Source: an optimization exercise on an open RTL-to-GDS flow (aim: small area). Production flows keep margins and buffers that such runs may drop. Only simulation tests tie the RTL to the original design; equivalence was not proved. Power figures rest on the tool's default switching activity, not on a simulated workload.

==> flow/design.v (excerpt) <==
module bsr_scheduler
#(
    parameter int BLOCK_DIM = 8   
) (
    input  wire logic        clk_gated,
    input  wire logic        rst_n,
    input  wire logic        start,
    input  wire logic [15:0] cfg_num_block_rows,
    output logic             meta_rd_en,
    output logic [9:0]       meta_req,
    input  wire logic [31:0] meta_rd_data,
    input  wire logic        meta_rd_valid,
    output logic             block_rd_en,
    output logic [31:0]      block_rd_addr,
    input  wire logic [7:0]  block_rd_data,
    output logic             systolic_valid,
    output logic [8*BLOCK_DIM*BLOCK_DIM-1:0] systolic_block,
    output logic [31:0]      systolic_pos,
    input  wire logic        systolic_ready,
    input  wire logic        systolic_done,
    output logic             busy,
    output logic             done,
    output logic [31:0]      blocks_processed
);
    localparam int NB = 8 * BLOCK_DIM * BLOCK_DIM;
    localparam logic [2:0] S_IDLE = 3'b000,   
                           S_DONE = 3'b001,   
                           S_B    = 3'b100,   
                           S_W    = 3'b101,   
                           S_P0   = 3'b010,   
                           S_P1   = 3'b011,   
                           S_C    = 3'b110,   
                           S_F    = 3'b111;   
    logic [2:0]    st;
    logic          pend;      
    logic [5:0]    k;         
    logic [7:0]    j;         
    logic [7:0]    row;       
    logic [7:0]    nrows;     
    logic [15:0]   col;       
    logic [NB-9:0] sr;        
    logic       rd_st;
    logic       ack;
    logic [7:0] row_p1;
    logic [7:0] d;
  ...
Size in the first run: roughly 840 cells after synthesis, about 550 flip-flops, about 13000 sq um of cells after synthesis.
==> flow/config.mk <==
export PLATFORM = sky130hd
export DESIGN_NAME = bsr_scheduler
export DESIGN_NICKNAME = bsr_scheduler
export VERILOG_FILES = /design/flow/design.v
export SDC_FILE = /design/flow/constraint.sdc
export NUM_CORES = 4
export LEC_CHECK = 0
export CAP_MARGIN = 20
export CORE_AREA = 3 3 231 231
export DIE_AREA = 0 0 234 234
export PLACE_DENSITY = 0.6
export SLEW_MARGIN = 20
==> flow/constraint.sdc <==
create_clock -name core_clock -period 4.0 [get_ports {clk_gated}]
set_input_delay 0.8000 -clock core_clock [delete_from_list [all_inputs] [get_ports {clk_gated}]]
set_output_delay 0.8000 -clock core_clock [all_outputs]
set_load 0.01 [all_outputs]
standard.sh (not shown) runs the stock make flow with config.mk's settings and CLKGATE_MAP_FILE= SYNTH_SCRIPT=/design/flow/synth_recipe.tcl, a recipe that flattens the netlist after the stock synthesis.
==> flow/flow/run.sh <==
#!/bin/bash
# Standard ORFS layout, with small port buffers (buf_1) instead of the
# default pick, and the clock tree settings below.
set -euo pipefail
cp config.mk my_config.mk
cat >> my_config.mk <<'MK'
export BUFFER_PORTS_ARGS = -buffer_cell sky130_fd_sc_hd__buf_1
MK
if [[ -f flow/extra.mk ]]; then cat flow/extra.mk >> my_config.mk; fi
sed "s#DESIGN_CONFIG=[^ ]*#DESIGN_CONFIG=$PWD/my_config.mk#" standard.sh > my_standard.sh
bash my_standard.sh > standard_flow.log 2>&1
==> flow/flow/extra.mk <==
export CTS_ARGS = -sink_clustering_enable -repair_clock_nets -dont_use_dummy_load -buf_list sky130_fd_sc_hd__clkbuf_8 -sink_clustering_size 20 -sink_clustering_max_diameter 60
The baseline passed the timing, design-rule and antenna checks.
Next try:
==> flow/flow/extra.mk (replaced) <==
export CTS_ARGS = -sink_clustering_enable -repair_clock_nets -dont_use_dummy_load -buf_list "sky130_fd_sc_hd__clkbuf_4 sky130_fd_sc_hd__clkbuf_8" -sink_clustering_size 20 -sink_clustering_max_diameter 60
export SKIP_REPAIR_TIE_FANOUT = 1
Maximum frequency fell by about 3.6%.
Via count fell by 1.2%.
Power rose by 0.47%.
Design area fell by 1.0%.
Synthesized area is unchanged.
Combinational power barely changes.
Worst setup slack loses 0.12 ns.
Global-route usage rose by 0.33 points.
Hold slack gains 0.0050 ns.
Clock-buffer cell count rose by 1.
Next try:
==> flow/flow/extra.mk (replaced) <==
export CTS_ARGS = -sink_clustering_enable -repair_clock_nets -dont_use_dummy_load -buf_list sky130_fd_sc_hd__clkbuf_8 -sink_clustering_size 20 -sink_clustering_max_diameter 60
export SKIP_REPAIR_TIE_FANOUT = 1
- The new run passed the timing, design-rule and antenna checks
- die area is unchanged
- clock-buffer cell count is unchanged
- routed wire length stays the same
- fmax does not change
- power stays the same
- sequential power barely changes
- critical path depth does not change

static timing again, ports no longer ideal:
No port has a modelled driver above. Below, the same layouts with a new extraction and two added sets of constraints.
Step 1, drivers: a clkbuf_16 drives clk_gated and a buf_2 each remaining input, both assumed.
Step 2, shift: input delay + t, output delay - t, t = (earliest + latest rising clock arrival at the registers) / 2. This alone moves slack from input paths to output paths.
Three values: ideal, step 1, step 2; two values: the first two.
run	t (ns)	setup slack, ns	clock arrival spread, ns
the first run	0.611	0.638 / 0.638 / 0.483	0.051 / 0.051
the second run	0.602	0.514 / 0.514 / 0.327	0.068 / 0.068
the third run	0.602	0.514 / 0.514 / 0.327	0.068 / 0.068
After both steps setup and hold are still met in every run listed.
